From an optimization exercise on the open Yosys and OpenROAD flow, aimed at small area; shortcuts taken in it are not production practice. Only simulation tests tie the RTL to the original design; equivalence was not proved. No activity file was given, so power comes from the tool's default toggle rates.

Design user_stream_adder_c0, start of the top module:
module user_stream_adder_c0
#(
  parameter int          AXI_DATA_BITS  = 512,
  parameter int          AXIL_DATA_BITS = 64,
  parameter int          AXI_ADDR_BITS  = 64,
  parameter int          PID_BITS       = 6,
  parameter logic [63:0] ID_VALUE       = ID_VALUE_DEF
) (
  input  logic                          aclk,
  input  logic                          areset,
  input  logic [AXI_ADDR_BITS-1:0]      axi_ctrl_awaddr,
  input  logic                          axi_ctrl_awvalid,
  output logic                          axi_ctrl_awready,
  input  logic [AXIL_DATA_BITS-1:0]     axi_ctrl_wdata,
  input  logic [AXIL_DATA_BITS/8-1:0]   axi_ctrl_wstrb,
  input  logic                          axi_ctrl_wvalid,
  output logic                          axi_ctrl_wready,
  output logic [1:0]                    axi_ctrl_bresp,
  output logic                          axi_ctrl_bvalid,
  input  logic                          axi_ctrl_bready,
  input  logic [AXI_ADDR_BITS-1:0]      axi_ctrl_araddr,
  input  logic                          axi_ctrl_arvalid,
  output logic                          axi_ctrl_arready,
  output logic [AXIL_DATA_BITS-1:0]     axi_ctrl_rdata,
  output logic [1:0]                    axi_ctrl_rresp,
  output logic                          axi_ctrl_rvalid,
  input  logic                          axi_ctrl_rready,
  input  logic [AXI_DATA_BITS-1:0]      s_axis_host_sink_tdata,
  input  logic [AXI_DATA_BITS/8-1:0]    s_axis_host_sink_tkeep,
  input  logic [PID_BITS-1:0]           s_axis_host_sink_tid,
  input  logic                          s_axis_host_sink_tlast,
  input  logic                          s_axis_host_sink_tvalid,
  output logic                          s_axis_host_sink_tready,
  output logic [AXI_DATA_BITS-1:0]      m_axis_host_src_tdata,
  output logic [AXI_DATA_BITS/8-1:0]    m_axis_host_src_tkeep,
  output logic [PID_BITS-1:0]           m_axis_host_src_tid,
  output logic                          m_axis_host_src_tlast,
  output logic                          m_axis_host_src_tvalid,
  input  logic                          m_axis_host_src_tready
);
==> flow/config.mk <==
export PLATFORM = sky130hd
export DESIGN_NAME = user_stream_adder_c0
export DESIGN_NICKNAME = user_stream_adder_c0
export VERILOG_FILES = /design/flow/design.v
export SDC_FILE = /design/flow/constraint.sdc
export NUM_CORES = 4
export LEC_CHECK = 0
export CAP_MARGIN = 20
export CORE_AREA = 2 2 108 888
export CTS_BUF_LIST = sky130_fd_sc_hd__clkbuf_16
export DIE_AREA = 0 0 110 890
export SLEW_MARGIN = 20
==> flow/constraint.sdc <==
create_clock -name core_clock -period 5.0 [get_ports {aclk}]
set_input_delay 1.0000 -clock core_clock [delete_from_list [all_inputs] [get_ports {aclk}]]
set_output_delay 1.0000 -clock core_clock [all_outputs]
set_load 0.01 [all_outputs]
standard.sh (not shown) runs the stock make flow with config.mk's settings and CLKGATE_MAP_FILE= SYNTH_SCRIPT=/design/flow/synth_recipe.tcl, a recipe that flattens the netlist after the stock synthesis.
==> flow/flow/run.sh <==
#!/bin/bash
# Standard ORFS layout (the standard.sh) with two changes to how it is
# built: port buffers use the smallest buffer cell instead of the default
# delay-buffer choice, and clock tree synthesis clusters more flip-flops per
# leaf buffer and inserts no dummy balancing loads.
set -euo pipefail
export BUFFER_PORTS_ARGS="-buffer_cell sky130_fd_sc_hd__buf_1"
export CTS_ARGS="-sink_clustering_enable -repair_clock_nets -buf_list sky130_fd_sc_hd__clkbuf_16 -dont_use_dummy_load -sink_clustering_size 26 -sink_clustering_max_diameter 45"
bash standard.sh synth > synth.log 2>&1
bash standard.sh finish > finish.log 2>&1
==> next run, changes <==
--- a/flow/flow/run.sh
+++ b/flow/flow/run.sh
@@ -8 +8 @@
-export CTS_ARGS="-sink_clustering_enable -repair_clock_nets -buf_list sky130_fd_sc_hd__clkbuf_16 -dont_use_dummy_load -sink_clustering_size 26 -sink_clustering_max_diameter 45"
+export CTS_ARGS="-sink_clustering_enable -repair_clock_nets -buf_list sky130_fd_sc_hd__clkbuf_8 -dont_use_dummy_load -sink_clustering_size 13 -sink_clustering_max_diameter 50"
--- a/flow/config.mk
+++ b/flow/config.mk
@@ -9,3 +9,3 @@
-export CORE_AREA = 2 2 108 888
-export CTS_BUF_LIST = sky130_fd_sc_hd__clkbuf_16
-export DIE_AREA = 0 0 110 890
+export CORE_AREA = 2 2 148 848
+export CTS_BUF_LIST = sky130_fd_sc_hd__clkbuf_8
+export DIE_AREA = 0 0 150 850
What happened: The changed run completed with no timing, DRC or antenna violations; critical path depth drops by 3; synthesized area stays the same; final cell count climbs by 5.8%; setup slack is better by 450 ps; die area climbs by 30%; clock skew climbs by 37 ps; design area climbs by 0.77%; total power barely changes.
==> next run, changes <==
--- a/flow/flow/run.sh
+++ b/flow/flow/run.sh
@@ -8 +8 @@
-export CTS_ARGS="-sink_clustering_enable -repair_clock_nets -buf_list sky130_fd_sc_hd__clkbuf_8 -dont_use_dummy_load -sink_clustering_size 13 -sink_clustering_max_diameter 50"
+export CTS_ARGS="-sink_clustering_enable -repair_clock_nets -buf_list sky130_fd_sc_hd__clkbuf_16 -dont_use_dummy_load -sink_clustering_size 26 -sink_clustering_max_diameter 45"
--- a/flow/config.mk
+++ b/flow/config.mk
@@ -9,3 +9,4 @@
-export CORE_AREA = 2 2 148 848
-export CTS_BUF_LIST = sky130_fd_sc_hd__clkbuf_8
-export DIE_AREA = 0 0 150 850
+export CORE_AREA = 2 2 118 878
+export CTS_BUF_LIST = sky130_fd_sc_hd__clkbuf_16
+export DIE_AREA = 0 0 120 880
+export GPL_TIMING_DRIVEN = 0
=> Clock-buffer cell count drops by 58. Clock skew decreases by 31 ps. Setup slack degrades by 470 ps. Fmax decreases by 9.4%. Power came out higher by 0.98%. Final area grows by 0.62%. Non-clock buffer count increases by 106. Routed wire length grows by 14%.

Starting RTL as in the previous note.
Settings: LEC_CHECK=0, CAP_MARGIN=20, CORE_AREA=2 2 118 878, CTS_BUF_LIST=sky130_fd_sc_hd__clkbuf_8, DIE_AREA=0 0 120 880, SLEW_MARGIN=20; clock period 5.0 ns.
==> flow/flow/run.sh <==
#!/bin/bash
# Standard ORFS layout (the standard.sh) with two changes to how it is
# built: port buffers use the smallest buffer cell instead of the default
# delay-buffer choice, and clock tree synthesis clusters more flip-flops per
# leaf buffer and inserts no dummy balancing loads.
set -euo pipefail
export BUFFER_PORTS_ARGS="-buffer_cell sky130_fd_sc_hd__buf_1"
export CTS_ARGS="-sink_clustering_enable -repair_clock_nets -buf_list sky130_fd_sc_hd__clkbuf_8 -dont_use_dummy_load -sink_clustering_size 13 -sink_clustering_max_diameter 50"
bash standard.sh synth > synth.log 2>&1
bash standard.sh finish > finish.log 2>&1
Rerun with:
--- a/flow/config.mk
+++ b/flow/config.mk
@@ -9 +9 @@
-export CORE_AREA = 2 2 118 878
+export CORE_AREA = 2 2 198 798
@@ -11 +11 @@
-export DIE_AREA = 0 0 120 880
+export DIE_AREA = 0 0 200 800
Result: Worst hold slack degrades by 0.044 ns. Routed wire length increases by 32%. First-iteration DRC count grows by 1.2%. Core utilization goes down by 25 points. Count of clock-buffer cells in the layout does not change.
Rerun with:
--- a/flow/flow/run.sh
+++ b/flow/flow/run.sh
@@ -8 +8 @@
-export CTS_ARGS="-sink_clustering_enable -repair_clock_nets -buf_list sky130_fd_sc_hd__clkbuf_8 -dont_use_dummy_load -sink_clustering_size 13 -sink_clustering_max_diameter 50"
+export CTS_ARGS="-sink_clustering_enable -repair_clock_nets -buf_list sky130_fd_sc_hd__clkbuf_16 -dont_use_dummy_load -sink_clustering_size 26 -sink_clustering_max_diameter 45"
--- a/flow/config.mk
+++ b/flow/config.mk
@@ -9,3 +9,3 @@
-export CORE_AREA = 2 2 198 798
-export CTS_BUF_LIST = sky130_fd_sc_hd__clkbuf_8
-export DIE_AREA = 0 0 200 800
+export CORE_AREA = 2 2 118 878
+export CTS_BUF_LIST = sky130_fd_sc_hd__clkbuf_16
+export DIE_AREA = 0 0 120 880
After rerunning:
- The changed run completed without violations
- synthesized area does not change
- count of clock-buffer cells in the layout falls by 58
- die area falls by about 34%
- critical path depth falls by 1
- first-iteration DRC count rises by 1.7%
- cell area falls by 2.0%
- sequential share of layout area rises by 0.94 points
Rerun with:
--- a/flow/flow/run.sh
+++ b/flow/flow/run.sh
@@ -8 +8 @@
-export CTS_ARGS="-sink_clustering_enable -repair_clock_nets -buf_list sky130_fd_sc_hd__clkbuf_16 -dont_use_dummy_load -sink_clustering_size 26 -sink_clustering_max_diameter 45"
+export CTS_ARGS="-sink_clustering_enable -repair_clock_nets -buf_list sky130_fd_sc_hd__clkbuf_8 -dont_use_dummy_load -sink_clustering_size 13 -sink_clustering_max_diameter 50"
--- a/flow/config.mk
+++ b/flow/config.mk
@@ -8,5 +8,5 @@
-export CAP_MARGIN = 20
-export CORE_AREA = 2 2 118 878
-export CTS_BUF_LIST = sky130_fd_sc_hd__clkbuf_16
-export DIE_AREA = 0 0 120 880
-export SLEW_MARGIN = 20
+export CAP_MARGIN = 5
+export CORE_AREA = 2 2 198 798
+export CTS_BUF_LIST = sky130_fd_sc_hd__clkbuf_8
+export DIE_AREA = 0 0 200 800
+export SLEW_MARGIN = 5
Effect:
- setup slack is worse by 0.27 ns
- clock skew went up by 0.053 ns
- wire length increases by a quarter to a third
- maximum frequency fell by a few percent

[re-timing with driven ports]
In the flow no input, the clock included, has a driving cell. The finished layouts below were timed again as built, in two steps.
Step 1, drivers: a clkbuf_16 drives aclk and a buf_2 each remaining input, both assumed.
Step 2 times the ports against the registers' clock, not the clock port: input delays grow and output delays shrink by t, the midpoint of the rising clock arrivals with the driver on.
Slacks: no drivers / after step 1 / after step 2; pairs: no drivers / after step 1.
run	t, ns	setup WS [ns]	worst setup path at the end	worst register clock-pin slew, ns
the first run of note 1	0.816	0.034 / 0.034 / 0.034	register to register	0.12 / 0.12
the second run of note 1	0.914	0.480 / 0.480 / 0.480	register to register	0.12 / 0.12
the third run of note 1	0.831	0.011 / 0.011 / 0.011	register to register	0.12 / 0.12
the first run of note 2	0.941	0.425 / 0.425 / 0.425	register to register	0.12 / 0.12
the second run of note 2	0.969	0.213 / 0.213 / 0.077	input to register	0.12 / 0.12
the third run of note 2	0.818	0.488 / 0.488 / 0.488	register to register	0.12 / 0.12
the fourth run of note 2	0.969	0.213 / 0.213 / 0.077	input to register	0.12 / 0.12
After both steps setup and hold are still met in every run listed.
